Source: an optimization exercise on an open RTL-to-GDS flow (aim: small area and a short achievable clock period). Production flows keep margins and buffers that such runs may drop.
At most, simulation tests tie the RTL to the original design; equivalence was not proved.

north:
==> flow/design.v (excerpt) <==
module dft_bin_acc
#(
    parameter int N      = 256,
    parameter int PH_LAT = 6,
    parameter int ACC_W  = dft_pkg::ACC_W_DEF
) (
    input  logic                     CK,
    input  logic                     RST,
    input  logic                     START,
    input  logic signed [dft_pkg::PH_W-1:0]   cos0,
    input  logic signed [dft_pkg::PH_W-1:0]   sin0,
    input  logic signed [dft_pkg::PH_W-1:0]   cos1,
    input  logic signed [dft_pkg::PH_W-1:0]   sin1,
    output logic [dft_pkg::ADDR_W-1:0]        smp_addr,
    input  logic signed [dft_pkg::SMP_W-1:0]  smp_data,
    output logic signed [ACC_W-1:0]  re0,
    output logic signed [ACC_W-1:0]  im0,
    output logic signed [ACC_W-1:0]  re1,
    output logic signed [ACC_W-1:0]  im1,
    output logic                     busy,
    output logic                     done
    ,
    output logic [ACC_W-1:0]         mag0,
    output logic [ACC_W-1:0]         mag1
);
Size in the first run: ~6700 cells after synthesis, about 390 I/O pins, about 73000 µm² of cells after synthesis.
Settings: LEC_CHECK=0, CAP_MARGIN=20, CORE_MARGIN=2, CORE_UTILIZATION=40, CTS_CLUSTER_DIAMETER=110, CTS_CLUSTER_SIZE=28, SETUP_SLACK_MARGIN=3.7, SLEW_MARGIN=20, SYNTH_HIERARCHICAL=1; clock period 9.5 ns.
standard.sh (not shown) runs the stock make flow with config.mk's settings and CLKGATE_MAP_FILE= SYNTH_SCRIPT=/design/flow/synth_recipe.tcl, a recipe that flattens the netlist after the stock synthesis.
==> flow/flow/run.sh <==
#!/bin/bash
# The standard layout (the standard.sh, unchanged synthesis), except that the
# buffers placed on the ports are plain buffers (buf_2, which timing repair may
# upsize) instead of the delay-type buffer buffer_ports picks by default.
set -euo pipefail
bash standard.sh synth > synth.log 2>&1
bash standard.sh "BUFFER_PORTS_ARGS=-buffer_cell sky130_fd_sc_hd__buf_2" finish > layout.log 2>&1
north went all the way through synthesis, placement and routing and the layout is clean on timing, DRC and antenna.
[inputs] south vs north
- changing CTS_CLUSTER_SIZE from 28 to 24
- changing CTS_CLUSTER_DIAMETER from 110 to 100
Notes after the runs:
south against north: count of clock-buffer cells in the layout up 8, design area flat, number of violations reported at the end of detailed-routing iteration 0 up 35. On south: achievable frequency is about 0.8% lower than what north gave. Reported for south and north, count of pins on the block boundary turned out identical to the last digit. Comparing north with south, the wire length of the first global-routing pass came out essentially unchanged.
For east, these inputs were changed with respect to south:
- PLACE_DENSITY now 0.7, previously not set
- CORE_UTILIZATION now 55, was 40
## What came out
Number of CTS-inserted buffers delta for east relative to south: 6 lower
Share of cell area taken by multi-input logic gates (higher): east
south leaves less setup margin than east.
Input changes introduced in west (baseline for comparison: east):
- SETUP_SLACK_MARGIN changed from 3.7 to 3.9
- PLACE_DENSITY removed (was 0.7)
- CORE_UTILIZATION changed from 55 to 40
[summary]
- For west, the highest-delay cell along the critical path was a222oi_1, unlike east, where it was xor2_1.
- On routed via count, east tracks west almost exactly.
- west vs east: non-clock buffer count up by more than 10%
No functional check of the RTL was part of any run of this note.

* * *

## rev 12
Another version of the RTL of dft_bin_acc (not shown whole).
Size: roughly 6700 cells after synthesis, roughly 480 flip-flops, about 390 I/O pins, ~73000 um2 of cells after synthesis.
clock: 9.5 ns
lec_check: 0
cap_margin: 20
core_margin: 2
core_utilization: 40
slew_margin: 20
synth_hierarchical: 1
run.sh (not shown) runs the stock make flow with config.mk's settings and CLKGATE_MAP_FILE= SYNTH_SCRIPT=/design/flow/synth_recipe.tcl, a recipe that flattens the netlist after the stock synthesis.
Stock flow here: none of the scripts above is used.
Input changes introduced in rev 13 (baseline for comparison: rev 12):
- putting SETUP_SLACK_MARGIN at 3.5 where nothing was set
Results
On routed length per instance: between rev 13 and rev 12, it ends up lower for rev 12.
Re total non-filler cell area in the finished layout: rev 13 is 3700 um2 up on rev 12.
Diff rev 13 and rev 12: sequential share of layout area lower in rev 13
From rev 12 to rev 13, pin count of the biggest net entering global routing did not move at all.

* * *

== run A ==
Another version of the RTL of dft_bin_acc (not shown whole).
For scale: about 6700 cells after synthesis, ~390 I/O pins, ~68000 um2 of cells after synthesis.
==> flow/config.mk <==
export PLATFORM = sky130hd
export DESIGN_NAME = dft_bin_acc
export DESIGN_NICKNAME = dft_bin_acc
export VERILOG_FILES = /design/flow/design.v
export SDC_FILE = /design/flow/constraint.sdc
export NUM_CORES = 4
export LEC_CHECK = 0
export CAP_MARGIN = 20
export CORE_MARGIN = 2
export CORE_UTILIZATION = 40
export CTS_CLUSTER_DIAMETER = 100
export CTS_CLUSTER_SIZE = 24
export SETUP_SLACK_MARGIN = 4.0
export SLEW_MARGIN = 20
export SYNTH_HIERARCHICAL = 1
==> flow/constraint.sdc <==
create_clock -name core_clock -period 9.5 [get_ports {CK}]
set_input_delay 1.9000 -clock core_clock [delete_from_list [all_inputs] [get_ports {CK}]]
set_output_delay 1.9000 -clock core_clock [all_outputs]
set_load 0.01 [all_outputs]
standard.sh (not shown) runs the stock make flow with config.mk's settings and CLKGATE_MAP_FILE= SYNTH_SCRIPT=/design/flow/synth_recipe.tcl, a recipe that flattens the netlist after the stock synthesis.
Scripts as last shown in full above: flow/flow/run.sh
Both conditions hold for run A: the flow ran to the end and the final layout passed the timing, DRC and antenna checks.
Changes in run B relative to run A:
-- flow/config.mk --
<<< run A, line 12
export CTS_CLUSTER_SIZE = 24
export SETUP_SLACK_MARGIN = 4.0
export SLEW_MARGIN = 20
>>> run B, line 12
export CTS_CLUSTER_SIZE = 24
export SETUP_SLACK_MARGIN = 4.3
export SLEW_MARGIN = 20
--- outcome ---
| count of input and output buffers | run B vs run A | ≈ equal |. Going from run A to run B, setup slack grows by 0.16 ns. From run A to run B the numbers moved as follows: non-filler instance count after layout up about 1.8%; footprint of the multi-input gates shows an increase of 2900 um2; hold slack rose by 0.040 ns.
Modified inputs, run C compared to run B
-- flow/config.mk --
<<< run B, line 12
export CTS_CLUSTER_SIZE = 24
export SETUP_SLACK_MARGIN = 4.3
export SLEW_MARGIN = 20
>>> run C, line 12
export CTS_CLUSTER_SIZE = 24
export SETUP_SLACK_MARGIN = 4.1
export SLEW_MARGIN = 20
==> run summary <==
The final reports for run C and run B show post-layout worst setup margin lower in the former.
In run C the design area turned out 5.3% lower than in run B.
Taking run B as the reference, in run C hold slack did not really move, first-pass GRT wire length went down, count of clock-buffer cells in the layout went up, flip-flop and latch area did not really move, met3 layer usage reported by global route did not really move.

re-timing with driven ports:
In the flow no input, the clock included, has a driving cell. The finished layouts below were timed again as built, in two steps. Step 1, drivers: a clkbuf_16 drives CK and a buf_2 each remaining input, both assumed. Step 2 adds t to the input delays and takes it off the output delays; t is the mean of the earliest and latest rising clock arrival at the registers after step 1. Input paths then give back, and output paths get back, about the clock's delay inside the block. a / b / c = ideal / step 1 / step 2; a / b = the first two.
| run | shift t [ns] | setup WS [ns] | hold WS [ns] | worst register clock-pin slew, ns | worst slew at a driven data input, ns |
|---|---|---|---|---|---|
| north | 0.710 | 3.744 / 3.662 / 3.304 | 0.627 / 0.627 / 0.627 | 0.12 / 0.12 | 0.09 |
| south | 0.728 | 3.698 / 3.620 / 3.293 | 0.613 / 0.613 / 0.613 | 0.11 / 0.11 | 0.10 |
| east | 0.699 | 3.768 / 3.768 / 3.535 | 0.615 / 0.615 / 0.615 | 0.11 / 0.11 | 0.19 |
| west | 0.725 | 3.945 / 3.939 / 3.301 | 0.616 / 0.616 / 0.616 | 0.11 / 0.11 | 0.10 |
| rev 12 | 0.764 | 1.601 / 1.601 / 1.601 | 0.635 / 0.635 / 0.635 | 0.08 / 0.08 | 0.21 |
| rev 13 | 0.766 | 3.567 / 3.567 / 2.805 | 0.635 / 0.635 / 0.635 | 0.08 / 0.08 | 0.21 |
| run A | 0.718 | 4.092 / 4.006 / 3.292 | 0.583 / 0.583 / 0.583 | 0.11 / 0.11 | 0.21 |
| run B | 0.718 | 4.256 / 4.208 / 3.573 | 0.623 / 0.623 / 0.623 | 0.11 / 0.11 | 0.26 |
| run C | 0.720 | 4.174 / 4.128 / 3.408 | 0.620 / 0.620 / 0.620 | 0.11 / 0.11 | 0.19 |
After both steps every run listed still meets setup and hold. The setup slack of run A, which loses most, moves by -0.086 ns with the drivers and by -0.800 ns with both steps.
